This is an optimization exercise on Yosys and OpenROAD, whose aim is a short achievable clock period and few clock cycles, not a production implementation. Function was checked by simulation only, so behaviour that the tests miss may differ from the original. Power figures rest on the tool's default switching activity, not on a simulated workload.

==> flow/design.v <==
package mem_pkg;
    localparam int data_w      = 32;
    localparam int lanes       = 4;
    localparam int lane_sel_w  = 2;    
    localparam int addr_w      = 10;
    localparam int word_addr_w = 8;    
    localparam int client_cnt  = 2;
    localparam logic [2:0] idle = 3'd0;
    localparam logic [2:0] hi_1 = 3'd1;    
    localparam logic [2:0] hi_2 = 3'd2;    
    localparam logic [2:0] lo_1 = 3'd3;
    localparam logic [2:0] lo_2 = 3'd4;
    localparam logic [2:0] done = 3'd5;
    typedef enum logic [1:0] {
        acc_8  = 2'b00,
        acc_16 = 2'b01,
        acc_32 = 2'b10
    } acc_width_t;
    typedef union packed {
        logic [data_w-1:0]         word;
        logic [lanes-1:0][7:0]     bytes;
    } mem_word_u;
endpackage
import mem_pkg::*;
module mem_mux (
    input  logic                                                clk,
    input  logic                                                rst,
    input  logic [mem_pkg::client_cnt-1:0]                      client_requests,
    input  logic [mem_pkg::client_cnt-1:0]                      client_wes,
    input  logic [mem_pkg::client_cnt-1:0][1:0]                 client_widths,
    input  logic [mem_pkg::client_cnt-1:0][mem_pkg::addr_w-1:0] client_addrs,
    input  logic [mem_pkg::client_cnt-1:0][mem_pkg::data_w-1:0] client_wdata,
    input  logic                                                acc_ready,
    input  logic [mem_pkg::data_w-1:0]                          acc_rdata,
    output logic [mem_pkg::client_cnt-1:0]                      client_readies,
    output logic [mem_pkg::client_cnt-1:0][mem_pkg::data_w-1:0] client_rdata,
    output logic                                                acc_request,
    output logic                                                acc_we,
    output logic [1:0]                                          acc_width,
    output logic [mem_pkg::addr_w-1:0]                          acc_addr,
    output logic [mem_pkg::data_w-1:0]                          acc_wdata
);
    logic [$clog2(client_cnt)-1:0] grant_q;
    logic                          grant_valid_q;
    logic [$clog2(client_cnt)-1:0] pick;
    logic [$clog2(client_cnt)-1:0] sel;
    always_comb begin
        pick = '0;
        for (int i = client_cnt - 1; i >= 0; i--) begin
            if (client_requests[i]) begin
                pick = i[$clog2(client_cnt)-1:0];
            end
        end
    end
    assign sel = grant_valid_q ? grant_q : pick;
    assign acc_request = client_requests[sel];
    assign acc_we      = client_wes[sel];
    assign acc_width   = client_widths[sel];
    assign acc_addr    = client_addrs[sel];
    assign acc_wdata   = client_wdata[sel];
    always_comb begin
        for (int i = 0; i < client_cnt; i++) begin
            client_readies[i] = acc_ready && (sel == i);
            client_rdata[i]   = (sel == i) ? acc_rdata : '0;
        end
    end
    always_ff @(posedge clk) begin
        if (rst) begin
            grant_valid_q <= 1'b0;
            grant_q       <= '0;
        end else if (!grant_valid_q) begin
            if (|client_requests) begin
                grant_valid_q <= 1'b1;
                grant_q       <= pick;
            end
        end else if (!client_requests[grant_q]) begin
            grant_valid_q <= 1'b0;    
        end
    end
endmodule
import mem_pkg::*;
module mem_if (
    input  logic                            clk,
    input  logic                            rst,
    input  logic                            acc_request,
    input  logic                            acc_we,
    input  logic [1:0]                    acc_width,
    input  logic [mem_pkg::addr_w-1:0]      acc_addr,
    input  logic [mem_pkg::data_w-1:0]      acc_wdata,
    input  logic [mem_pkg::data_w-1:0]      ram_rdata,
    output logic                            acc_ready,
    output logic [mem_pkg::data_w-1:0]      acc_rdata,
    output logic [mem_pkg::word_addr_w-1:0] ram_addr,
    output logic [mem_pkg::data_w-1:0]      ram_wdata,
    output logic [mem_pkg::lanes-1:0]       ram_we
);
    logic [2:0]             state_q;
    logic [lane_sel_w-1:0]  lane_off_q;
    logic                   split_q;
    logic                   single_now;
    logic [lane_sel_w-1:0]  hi_shift;
    logic [word_addr_w-1:0] word_addr;
    logic [lanes-1:0]       width_mask;
    logic                   hi_phase;
    mem_pkg::mem_word_u              rd_lo;
    mem_pkg::mem_word_u              rd_hi;
    mem_pkg::mem_word_u              hi_q;
    mem_pkg::mem_word_u              merged;
    assign word_addr = acc_addr[addr_w-1:lane_sel_w];
    assign hi_phase  = (state_q == hi_1) || (state_q == hi_2);
    assign hi_shift = ~lane_off_q + 1'b1;
    assign single_now = (acc_width == acc_8)
        || (acc_width == acc_16 && acc_addr[lane_sel_w-1:0] != 2'd3)
        || (acc_width == acc_32 && acc_addr[lane_sel_w-1:0] == '0);
    always_comb begin
        case (acc_width)
            acc_8:   width_mask = 4'b0001;
            acc_16:  width_mask = 4'b0011;
            default: width_mask = 4'b1111;
        endcase
    end
    assign ram_addr = hi_phase ? word_addr + 1'b1 : word_addr;
    always_comb begin
        ram_we = '0;
        if (hi_phase) begin
            ram_wdata = acc_wdata >> {hi_shift, 3'b000};    
        end else begin
            ram_wdata = acc_wdata << {lane_off_q, 3'b000};
        end
        if (acc_we && state_q == hi_2) begin
            ram_we = width_mask >> hi_shift;
        end
        if (acc_we && state_q == lo_2) begin
            ram_we = width_mask << lane_off_q;
        end
    end
    always_comb begin
        rd_lo.word = ram_rdata >> {lane_off_q, 3'b000};
        rd_hi.word = ram_rdata << {hi_shift, 3'b000};
        for (int i = 0; i < lanes; i++) begin
            if (!width_mask[i]) begin
                merged.bytes[i] = 8'h00;    
            end else if (split_q && (i + lane_off_q >= lanes)) begin
                merged.bytes[i] = hi_q.bytes[i];
            end else begin
                merged.bytes[i] = rd_lo.bytes[i];
            end
        end
    end
    always_ff @(posedge clk) begin
        if (rst) begin
            state_q    <= idle;
            lane_off_q <= '0;
            split_q    <= 1'b0;
        end else begin
            case (state_q)
                idle: begin
                    if (acc_request) begin
                        lane_off_q <= acc_addr[lane_sel_w-1:0];
                        split_q    <= !single_now;
                        state_q    <= single_now ? lo_1 : hi_1;
                    end
                end
                hi_1: state_q <= hi_2;
                hi_2: state_q <= lo_1;
                lo_1: state_q <= lo_2;
                lo_2: state_q <= done;
                done: begin
                    if (!acc_request) begin
                        state_q <= idle;    
                    end
                end
                default: state_q <= idle;
            endcase
        end
    end
    always_ff @(posedge clk) begin
        if (state_q == hi_2) begin
            hi_q <= rd_hi;
        end
        if (state_q == lo_2) begin
            acc_rdata <= merged.word;
        end
    end
    assign acc_ready = (state_q == done) && acc_request;
endmodule
import mem_pkg::*;
module bank_ram (
    input  logic                            clk,
    input  logic [mem_pkg::word_addr_w-1:0] ram_addr,
    input  logic [mem_pkg::data_w-1:0]      ram_wdata,
    input  logic [mem_pkg::lanes-1:0]       ram_we,
    output logic [mem_pkg::data_w-1:0]      ram_rdata
);
    logic [data_w-1:0] mem [0:(1 << word_addr_w)-1];
    always_ff @(posedge clk) begin
        for (int i = 0; i < lanes; i++) begin
            if (ram_we[i]) begin
                mem[ram_addr][8*i +: 8] <= ram_wdata[8*i +: 8];
            end
        end
        ram_rdata <= mem[ram_addr];
    end
endmodule
import mem_pkg::*;
module mem_subsys (
    input  logic                                                clk,
    input  logic                                                rst,
    input  logic [mem_pkg::client_cnt-1:0]                      client_requests,
    input  logic [mem_pkg::client_cnt-1:0]                      client_wes,
    input  logic [mem_pkg::client_cnt-1:0][1:0]                 client_widths,
    input  logic [mem_pkg::client_cnt-1:0][mem_pkg::addr_w-1:0] client_addrs,
    input  logic [mem_pkg::client_cnt-1:0][mem_pkg::data_w-1:0] client_wdata,
    output logic [mem_pkg::client_cnt-1:0][mem_pkg::data_w-1:0] client_rdata,
    output logic [mem_pkg::client_cnt-1:0]                      client_readies
);
    logic                   acc_request;
    logic                   acc_we;
    logic [1:0]             acc_width;
    logic [addr_w-1:0]      acc_addr;
    logic [data_w-1:0]      acc_wdata;
    logic                   acc_ready;
    logic [data_w-1:0]      acc_rdata;
    logic [word_addr_w-1:0] ram_addr;
    logic [data_w-1:0]      ram_wdata;
    logic [lanes-1:0]       ram_we;
    logic [data_w-1:0]      ram_rdata;
    mem_mux u_mux (
        .clk             (clk),
        .rst             (rst),
        .client_requests (client_requests),
        .client_wes      (client_wes),
        .client_widths   (client_widths),
        .client_addrs    (client_addrs),
        .client_wdata    (client_wdata),
        .acc_ready       (acc_ready),
        .acc_rdata       (acc_rdata),
        .client_readies  (client_readies),
        .client_rdata    (client_rdata),
        .acc_request     (acc_request),
        .acc_we          (acc_we),
        .acc_width       (acc_width),
        .acc_addr        (acc_addr),
        .acc_wdata       (acc_wdata)
    );
    mem_if u_if (
        .clk         (clk),
        .rst         (rst),
        .acc_request (acc_request),
        .acc_we      (acc_we),
        .acc_width   (acc_width),
        .acc_addr    (acc_addr),
        .acc_wdata   (acc_wdata),
        .ram_rdata   (ram_rdata),
        .acc_ready   (acc_ready),
        .acc_rdata   (acc_rdata),
        .ram_addr    (ram_addr),
        .ram_wdata   (ram_wdata),
        .ram_we      (ram_we)
    );
    bank_ram u_ram (
        .clk       (clk),
        .ram_addr  (ram_addr),
        .ram_wdata (ram_wdata),
        .ram_we    (ram_we),
        .ram_rdata (ram_rdata)
    );
endmodule
==> flow/run.sh <==
#!/bin/bash
# synth_recipe.tcl (not shown) runs the flow's synth.tcl, then flattens the netlist and writes it again
# the make line also repeats each setting of config.mk as NAME=value (left out here)
make -C /OpenROAD-flow-scripts/flow DESIGN_CONFIG=/design/flow/config.mk WORK_HOME=/design/flow/orfs CLKGATE_MAP_FILE= SYNTH_SCRIPT=/design/flow/synth_recipe.tcl finish
==> flow/config.mk <==
export PLATFORM = sky130hd
export DESIGN_NAME = mem_subsys
export DESIGN_NICKNAME = mem_subsys
export VERILOG_FILES = /design/flow/design.v
export SDC_FILE = /design/flow/constraint.sdc
export NUM_CORES = 8
export LEC_CHECK = 0
export CAP_MARGIN = 20
export CELL_PAD_IN_SITES_DETAIL_PLACEMENT = 1
export CELL_PAD_IN_SITES_GLOBAL_PLACEMENT = 2
export CORE_MARGIN = 2
export CORE_UTILIZATION = 30
export SLEW_MARGIN = 20
export SYNTH_MEMORY_MAX_BITS = 16384
==> flow/constraint.sdc <==
create_clock -name core_clock -period 10.0 [get_ports {clk}]
set_input_delay 2.0000 -clock core_clock [delete_from_list [all_inputs] [get_ports {clk}]]
set_output_delay 2.0000 -clock core_clock [all_outputs]
set_load 0.01 [all_outputs]
==> results of run 1 <==
[layer usage]
| metal | wire length, um | vias up | part of all wire | global-route usage |
|---|---|---|---|---|
| li1 | - | 116545 | - | - |
| met5 | 310 | - | 0.00019 | 0 |
| met3 | 125000 | 2580 | 0.075 | 0.0437 |
| met2 | 766000 | 12663 | 0.46 | 0.415 |
| met1 | 706000 | 150785 | 0.42 | 0.354 |
| met4 | 69100 | 46 | 0.041 | 0.0999 |
[worst register-to-register path: cells and delay by family (launching register included)]
kind	cells	cell delay [ns]
AOI/OAI and AO/OA	5	1.95
adders and majority gates	1	0.47
buffers and inverters	5	1.46
DFF	1	0.42
and+or+nand+nor	6	2.64
[how the worst max path moves through the flow]
stage,endpoint,depth (start not counted),startpoint
2_1_floorplan,u_ram.mem[0][25]$_DFFE_PP_,10,client_requests[1]
3_3_place_gp,u_ram.ram_rdata[3]$_DFF_P_,18,client_requests[1]
3_5_place_dp,u_ram.ram_rdata[23]$_DFF_P_,18,client_requests[1]
4_1_cts,u_ram.ram_rdata[23]$_DFF_P_,18,client_requests[1]
5_1_grt,u_ram.mem[35][12]$_DFFE_PP_,12,client_requests[1]
6_report,u_ram.ram_rdata[23]$_DFF_P_,18,client_requests[1]
[stage by stage]
stage               hold slack [ns]  cell area (sq um)  setup WS (ns)  total power [mW]   util
global placement              0.542             391000          0.153              71.2  0.322
detailed placement            0.553             392000          0.832              71.6  0.322
finish                        0.564             421000           1.90               105  0.346
global route                  0.587             421000           1.98               108  0.346
floorplan                     0.545             366000          -2.62              58.2      -
CTS                           0.560             421000           2.12               105  0.346
[final cells by class]
| class | count | area [sq um] | share of cell area |
|---|---|---|---|
| Clock buffer | 1119 | 24000 | 0.0571 |
| Antenna cell | 56 | 140 | 0.000333 |
| Timing Repair Buffer | 1389 | 14900 | 0.0353 |
| Inverter | 19 | 86.3 | 0.000205 |
| Sequential cell | 8288 | 248000 | 0.590 |
| Multi-Input combinational cell | 18848 | 108000 | 0.257 |
| Clock inverter | 565 | 5310 | 0.0126 |
| Tap cell | 16076 | 20100 | 0.0478 |
[sequential cells by signal, summed over array words and instances (netlist names)]
name / flops
u_if.split_q: 1
u_ram.ram_rdata: 32
u_if.state_q: 3
u_mux.grant_valid_q: 1
u_mux.grant_q: 1
u_if.lane_off_q: 2
u_if.hi_q: 24
u_if.acc_rdata: 32
u_ram.mem: 8192
[layout by cell type (no fill, tap or decap), types with 57 or more instances in the layout]
cell type / synthesis / routed
buf_4: 2 / 901
nand4_1: 59 / 59
a211oi_1: 99 / 97
nor3_1: 96 / 93
buf_12: 0 / 318
o21ai_0: 594 / 586
clkdlybuf4s50_1: 0 / 159
edfxtp_1: 8248 / 8248
and3_1: 67 / 66
a221o_1: 221 / 220
o22ai_1: 452 / 445
nor4_1: 388 / 373
nand2_1: 4362 / 4272
clkinv_1: 1 / 221
a21oi_1: 3718 / 3714
a222oi_1: 368 / 368
a22o_1: 253 / 245
mux2i_1: 720 / 719
nor2_2: 0 / 59
bufinv_16: 0 / 83
clkbuf_1: 2090 / 178
a221oi_1: 1207 / 1206
o21ai_1: 76 / 73
a31oi_1: 1487 / 1487
nor2_1: 2352 / 2272
clkbuf_16: 0 / 926
nand3_1: 406 / 402
clkinv_2: 0 / 185
nand2_2: 0 / 57
a22oi_1: 1358 / 1357
[report_power, final]
part / switching (mW) / internal (mW)
logic: 21.6 / 6.34
registers: 0.362 / 42.9
clock network: 15.0 / 19.2
[cells by family after synthesis]
kind of cell | synth area share
AO/OA/AOI/OAI | 0.183
XOR/XNOR | 0.000192
adder cells (fa/ha/maj) | 0.000103
buffers and inverters | 0.0290
flip-flops | 0.680
multiplexers | 0.0209
AND/OR/NAND/NOR | 0.0876
==> flow_summary.yaml, run 1 <==
yosys:
  postSynthAreaPerCell_sq_um: 12.2
  synth-edff-count: 8248
  synth.most_common_cell: "edfxtp_1"
  yosys_warnings: 3
  async_reset_ff_frac: 0
  yosysTopAreaCell: "edfxtp_1"
  yosysSeqAreaShare: 0.680
  mappedNetlistArea_sq_um: 366000
  synthFlopType: "edfxtp_1"
  synthTopCellsByArea: "edfxtp_1 (68%), a21oi_1 (5.1%), nand2_1 (4.5%)"
  syn_inst: 29890
  ys_types: 77
  synth_fp_nets: 29987
  ys_top_cells_by_count: "edfxtp_1 (8248), nand2_1 (4362), a21oi_1 (3718)"
  ys_ff_latch: 8288
  yosysTopAreaCellShare: 0.677
route:
  via_per_inst: 6.10
  postRouteWirelength_mm: 1670
  routed-via-count: 282619
  wl_per_cell_um: 36.0
  drtPass1Iterations: 10
  drt_iter0_drc: 34263
  ant_nets: 0
  remaining_drc_errors: 0
clock_network:
  cts_tree: "yes"
  postCtsSetupBuffers: 0
  cts_max_level: 6
  clockBufferDepth: 5
  cts.repair.resized: 0
  cts.sinks: 8288
  insertion_delay_ns: 1.25
  cts-root-buf: "clkbuf_16"
  numCtsBuffers: 918
  clk_pin_slew_ns: 0.06
  ctsHoldBuffers: 0
global_route:
  grt_pass1_wl_mm: 2300
  grt_max_degree: 176
  grt_pass1_vias: 282437
  antenna_found_initial: 112
  grt_use_total: 0.260
  gr-total-overflow: 0
worst_hold_path:
  hold_depth: 2
  hold_path_class: "reg -> reg"
  min_from: "u_if.lane_off_q[0]$_SDFFE_PP0P_"
  min_to: "u_if.lane_off_q[0]$_SDFFE_PP0P_"
timing:
  hold_viol: 0
  clock_skew_ns: 0.0854
  finalSetupTns_ns: 0
  max_freq_ghz: 0.124
  rsz0062_at_grt: "no"
  finalCritPeriodShare: 0.810
  slew_headroom: 0.0760
  setup_violations: 0
  tightest_slew_ns: 1.37
  slew_viol_final: 0
  period_minus_slack_ns: 8.10
floorplan:
  die_area_sq_um: 1230000
  initial_utilization: 0.301
  dieWidth_mm: 1.11
  core-area_sq_um: 1220000
  fp-row-count: 405
  die_h_mm: 1.11
  io_pins: 160
pwr:
  power.leakage_nw: 132
  ir_worst_vdd_v: 0.000300
  power.density_nw_per_um2: 250
setup_path:
  worstPathCellList: "clkdlybuf4s50_1, nor3b_1, o211a_4, inv_8, ha_4, or3_4, nor2_4, or2_4, buf_12, buf_4, buf_4, a222oi_1, a21oi_1, nor4_1, buf_4, o22ai_1, o21ai_1, nand4_1"
  crit_slowest_cell: "nor3b_1"
  critPathMaxStageDelay_ns: 0.86
  reg2reg_to: "u_ram.ram_rdata[23]$_DFF_P_"
  crit_buf_inv: 6
  arrival_ns: 9.18
  cp_max_fo: 27
  worst_setup_path_start_kind: "primary input"
  rr_startpoint: "u_mux.grant_valid_q$_SDFF_PP0_"
  crit_top_cell: "buf_4"
  cp_top_family: "simple AND/OR/NAND/NOR gates"
  reg2reg_depth: 17
  reg2reg_slack_ns: 2.90
  critPathKind: "in -> reg"
  cp-end-kind: "flop"
  worstPathRequired_ns: 11.08
placement:
  port_buffers: 159
  place_hpwl_mm: 996
  place_inst: 44610
  place_congestion: 0.831
cells_and_area:
  final_nets: 29561
  syn_to_final_growth_pct: 15.2
  drive_above_1_share: 0.0936
  final_cells: 46360
  num-fill-cells: 127868
job:
  max-cap-violations: 0
run_status:
  outcome: "timing/DRC/antenna clean"
Testbench counts, summed over its fixed seeds: cycles 21,676.
==> run 2: changes to the inputs <==
==> flow/design.v (replaced) <==
package mem_pkg;
    localparam int data_w      = 32;
    localparam int lanes       = 4;
    localparam int lane_sel_w  = 2;    
    localparam int addr_w      = 10;
    localparam int word_addr_w = 8;    
    localparam int mem_bytes   = 1024;
    localparam int client_cnt  = 2;
    localparam int sel_lo_w    = 5;
    localparam int groups      = mem_bytes >> sel_lo_w;
    localparam logic [1:0] acc_8  = 2'b00;
    localparam logic [1:0] acc_16 = 2'b01;
    localparam logic [1:0] acc_32 = 2'b10;
endpackage
import mem_pkg::*;
module mem_mux (
    input  logic                           clk,
    input  logic                           rst,
    input  logic [mem_pkg::client_cnt-1:0] client_requests,
    input  logic [mem_pkg::client_cnt-1:0] client_wes,
    output logic [mem_pkg::client_cnt-1:0] client_readies,
    output logic [mem_pkg::client_cnt-1:0] wr_go           
);
    logic [client_cnt-1:0] done_q;     
    logic [client_cnt-1:0] rdv_q;      
    logic                  prio_q;     
    logic [client_cnt-1:0] can;
    assign can = client_wes | rdv_q;
    assign client_readies[0] = client_requests[0] && (done_q[0] ||
        (can[0] && !(client_requests[1] && (done_q[1] || (!prio_q && can[1])))));
    assign client_readies[1] = client_requests[1] && (done_q[1] ||
        (can[1] && !(client_requests[0] && (done_q[0] || (prio_q && can[0])))));
    assign wr_go = client_readies & client_wes & ~done_q;
    always_ff @(posedge clk) begin
        if (rst) begin
            done_q <= '0;
            rdv_q  <= '0;
            prio_q <= 1'b1;
        end else begin
            done_q <= client_readies;
            rdv_q  <= client_requests & ~client_wes;
            if (client_readies[0] && !done_q[0]) prio_q <= 1'b0;
            if (client_readies[1] && !done_q[1]) prio_q <= 1'b1;
        end
    end
endmodule
import mem_pkg::*;
module mem_if (
    input  logic                               clk,
    input  logic [8*mem_pkg::mem_bytes-1:0]    mem_q,
    input  logic [1:0]                         rd_width,
    input  logic [mem_pkg::addr_w-1:0]         rd_addr,
    input  logic                               wr_go,       
    input  logic [1:0]                         wr_width,
    input  logic [mem_pkg::addr_w-1:0]         wr_addr,
    input  logic [mem_pkg::data_w-1:0]         wr_data,
    output logic [mem_pkg::data_w-1:0]         rd_data
);
    logic [8*mem_bytes-1:0] taps [lanes];
    for (genvar k = 0; k < lanes; k++) begin : g_lane
        for (genvar j = 0; j < mem_bytes; j++) begin : g_tap
            assign taps[k][8*j +: 8] = mem_q[8*((j + k) % mem_bytes) +: 8];
        end
    end
    logic [lanes-1:0]  fwd_hit;
    logic [data_w-1:0] fwd_data;
    logic [addr_w-1:0] diff;
    logic [addr_w-1:0] e [lanes];
    always_comb begin
        diff = rd_addr - wr_addr;
        for (int k = 0; k < lanes; k++) begin
            e[k] = diff + addr_w'(k);
            case (wr_width)
                acc_8:   fwd_hit[k] = (e[k] == '0);
                acc_16:  fwd_hit[k] = (e[k][addr_w-1:1] == '0);
                default: fwd_hit[k] = (e[k][addr_w-1:2] == '0);
            endcase
            fwd_data[8*k +: 8] = wr_data[8*e[k][1:0] +: 8];
        end
    end
    logic [lanes-1:0]  keep;      
    assign keep[0] = 1'b1;
    assign keep[1] = (rd_width != acc_8);
    assign keep[2] = (rd_width != acc_8) && (rd_width != acc_16);
    assign keep[3] = (rd_width != acc_8) && (rd_width != acc_16);
    always_ff @(posedge clk) begin
        for (int k = 0; k < lanes; k++) begin
            if (!keep[k]) begin
                rd_data[8*k +: 8] <= 8'h00;    
            end else if (fwd_hit[k] && wr_go) begin
                rd_data[8*k +: 8] <= fwd_data[8*k +: 8];
            end else begin
                rd_data[8*k +: 8] <= taps[k][8*rd_addr +: 8];
            end
        end
    end
endmodule
import mem_pkg::*;
module bank_ram (
    input  logic                            clk,
    input  logic [mem_pkg::mem_bytes-1:0]   byte_we,
    input  logic [8*mem_pkg::lanes-1:0]     lane_wdata,    
    output logic [8*mem_pkg::mem_bytes-1:0] mem_q
);
    always_ff @(posedge clk) begin
        for (int j = 0; j < mem_bytes; j++) begin
            if (byte_we[j]) begin
                mem_q[8*j +: 8] <= lane_wdata[8*(j % lanes) +: 8];
            end
        end
    end
endmodule
import mem_pkg::*;
module mem_subsys (
    input  logic                                                clk,
    input  logic                                                rst,
    input  logic [mem_pkg::client_cnt-1:0]                      client_requests,
    input  logic [mem_pkg::client_cnt-1:0]                      client_wes,
    input  logic [mem_pkg::client_cnt-1:0][1:0]                 client_widths,
    input  logic [mem_pkg::client_cnt-1:0][mem_pkg::addr_w-1:0] client_addrs,
    input  logic [mem_pkg::client_cnt-1:0][mem_pkg::data_w-1:0] client_wdata,
    output logic [mem_pkg::client_cnt-1:0][mem_pkg::data_w-1:0] client_rdata,
    output logic [mem_pkg::client_cnt-1:0]                      client_readies
);
    logic [client_cnt-1:0]  wr_go;
    logic [8*mem_bytes-1:0] mem_q;
    logic [mem_bytes-1:0]   byte_we;
    logic [8*lanes-1:0]     lane_wdata;
    mem_mux u_mux (
        .clk             (clk),
        .rst             (rst),
        .client_requests (client_requests),
        .client_wes      (client_wes),
        .client_readies  (client_readies),
        .wr_go           (wr_go)
    );
    localparam int rows = 1 << word_addr_w;
    logic [mem_bytes-1:0]  cl_we   [client_cnt];
    logic [8*lanes-1:0]    cl_lane [client_cnt];
    logic [rows-1:0]       row_hit [client_cnt];
    logic [lanes-1:0]      len_mask [client_cnt];
    logic [lane_sel_w-1:0] off [client_cnt];
    logic [lane_sel_w-1:0] kk;
    always_comb begin
        for (int c = 0; c < client_cnt; c++) begin
            off[c] = client_addrs[c][lane_sel_w-1:0];
            case (client_widths[c])
                acc_8:   len_mask[c] = 4'b0001;
                acc_16:  len_mask[c] = 4'b0011;
                default: len_mask[c] = 4'b1111;
            endcase
            for (int r = 0; r < rows; r++) begin
                row_hit[c][r] = (client_addrs[c][addr_w-1:lane_sel_w] == word_addr_w'(r));
            end
            for (int b = 0; b < lanes; b++) begin
                kk = lane_sel_w'(b) - off[c];
                cl_lane[c][8*b +: 8] = client_wdata[c][8*kk +: 8];
                for (int r = 0; r < rows; r++) begin
                    cl_we[c][4*r+b] = len_mask[c][kk] &&
                        ((lane_sel_w'(b) < off[c]) ? row_hit[c][(r + rows - 1) % rows] : row_hit[c][r]);
                end
            end
        end
    end
    assign byte_we    = (cl_we[0] & {mem_bytes{wr_go[0]}}) | (cl_we[1] & {mem_bytes{wr_go[1]}});
    assign lane_wdata = wr_go[1] ? cl_lane[1] : cl_lane[0];
    bank_ram u_ram (
        .clk        (clk),
        .byte_we    (byte_we),
        .lane_wdata (lane_wdata),
        .mem_q      (mem_q)
    );
    for (genvar c = 0; c < client_cnt; c++) begin : g_rd
        mem_if u_if (
            .clk      (clk),
            .mem_q    (mem_q),
            .rd_width (client_widths[c]),
            .rd_addr  (client_addrs[c]),
            .wr_go    (wr_go[1-c]),
            .wr_width (client_widths[1-c]),
            .wr_addr  (client_addrs[1-c]),
            .wr_data  (client_wdata[1-c]),
            .rd_data  (client_rdata[c])
        );
    end
endmodule
--- a/flow/config.mk
+++ b/flow/config.mk
@@ -6,9 +6,11 @@
 export NUM_CORES = 8
 export LEC_CHECK = 0
+export ABC_CLOCK_PERIOD_IN_PS = 3000
 export CAP_MARGIN = 20
 export CELL_PAD_IN_SITES_DETAIL_PLACEMENT = 1
 export CELL_PAD_IN_SITES_GLOBAL_PLACEMENT = 2
 export CORE_MARGIN = 2
-export CORE_UTILIZATION = 30
+export CORE_UTILIZATION = 45
+export SETUP_SLACK_MARGIN = 5
 export SLEW_MARGIN = 20
 export SYNTH_MEMORY_MAX_BITS = 16384
==> run 2 against run 1 <==
The flow now stops in global routing (5_1_grt). Synthesized area rose by 110%. Synthesized cell count up 100%.
==> flow_summary.yaml, run 2 <==
clock_network:
  clockBufferDepth: 6
  cts-root-buf: "clkbuf_16"
  cts.sinks: 8261
  numCtsBuffers: 1148
  cts_max_level: 7
  ctsHoldBuffers: 0
placement:
  place_hpwl_mm: 5380
  port_buffers: 159
  dpl_cell_area_sq_um: 812000
  place_congestion: 1.37
yosys:
  yosysTopAreaCellShare: 0.326
  synthTopCellsByArea: "edfxtp_1 (33%), mux4_2 (27%), mux2i_1 (15%)"
  ys_top_cells_by_count: "mux2i_1 (10966), mux4_2 (8932), edfxtp_1 (8192)"
  yosysSeqAreaShare: 0.328
  synth.most_common_cell: "mux2i_1"
  ys_types: 101
  postSynthAreaPerCell_sq_um: 12.4
  async_reset_ff_frac: 0
  yosys_warnings: 11
  synthFlopType: "edfxtp_1"
  synth_fp_nets: 60977
  syn_inst: 60841
  mappedNetlistArea_sq_um: 754000
  synth-edff-count: 8192
  ys_ff_latch: 8261
  yosysTopAreaCell: "edfxtp_1"
floorplan:
  initial_utilization: 0.451
  die_h_mm: 1.30
  io_pins: 160
  dieWidth_mm: 1.30
  fp-row-count: 475
run_status:
  lastStage: "global routing (5_1_grt)"
  outcome: "aborted with a tool error"
  error_line: "[ERROR GRT-0116] Global routing finished with congestion. Check the congestion regions in the DRC Viewer."
global_route:
  grt_use_total: 0.961
  grt_max_degree: 112
  grt_pass1_vias: 930229
  gr-total-overflow: 30871
  grt_pass1_wl_mm: 11000
==> run 2: cell count changes after synthesis, sizes merged, moves of 839 or more <==
cell / previous run / this run
mux2: 28 / 960
o22ai: 452 / 3641
o21ai: 670 / 1509
mux4: 5 / 8932
a21oi: 3719 / 2311
buf: 645 / 4745
nor2: 2352 / 1458
a211oi: 99 / 1183
mux2i: 720 / 10966
a31oi: 1487 / 556
==> run 2: kinds of logic after synthesis <==
kind of cell	after synthesis	share of synthesized area
compound gates	14961	0.136
xor+xnor	24	0.000297
fa+ha+maj	42	0.000717
buf+inv	7046	0.0497
flops	8261	0.328
mux	20858	0.427
simple gates	9649	0.0577
==> run 2: worst max-delay path by stage <==
stage / from / endpoint / slack, ns
3_3_place_gp: client_addrs[1] / g_rd[0].u_if.rd_data[27]$_SDFF_PN0_ / -1.91
4_1_cts: client_addrs[0] / g_rd[0].u_if.rd_data[10]$_SDFF_PP0_ / 4.07
2_1_floorplan: client_addrs[0] / u_ram.mem_q[1019]$_DFFE_PP_ / 3.54
3_5_place_dp: client_addrs[0] / g_rd[0].u_if.rd_data[10]$_SDFF_PP0_ / 0.48
==> run 2: stage by stage <==
step	cells	setup slack (ns)
3_3_place_gp	81744	-1.91
2_1_floorplan	60841	3.54
3_5_place_dp	81965	0.481
4_1_cts	85471	4.07
==> run 2: metal layers <==
metal	global-route usage	overflow
met5	0.860	458
met4	0.942	7127
met2	1.01	13807
met1	0.955	4911
met3	0.937	4568
==> run 2: power groups by stage <==
stage	clock, mW	sequential [mW]	combinational (mW)
CTS	42.7	39.5	34.7
detailed placement	0	40.2	31.9
global placement	0	40.2	31.4
floorplan	0	40.1	14.0
==> run 2: repair_timing <==
item	4_1_cts
buffers inserted	1126
resized for setup	3797
gates cloned	418
pin swaps	446
setup endpoints to repair	10597
Testbench counts of run 2, summed over its fixed seeds: cycles 5,104.

==> what the ideal ports hide <==
No port has a modelled driver above. Below, the same layout with a new extraction and two added sets of constraints. Step 1 assumes that a clkbuf_16 drives the clock port and a buf_2 every other input. Step 2, shift: input delay + t, output delay - t, t = (earliest + latest rising clock arrival at the registers) / 2. This alone moves slack from input paths to output paths. Three values: no drivers, after step 1, after step 2; two values: the first two.
run: run 1
shift t [ns]: 1.390
setup WS [ns]: 1.903 / 2.036 / 0.646
worst data-port slew with drivers (ns): 0.21
After both steps run 1 still meets setup and hold. For run 1, drivers alone change the setup slack by +0.133 ns; drivers and shift together by -1.257 ns.
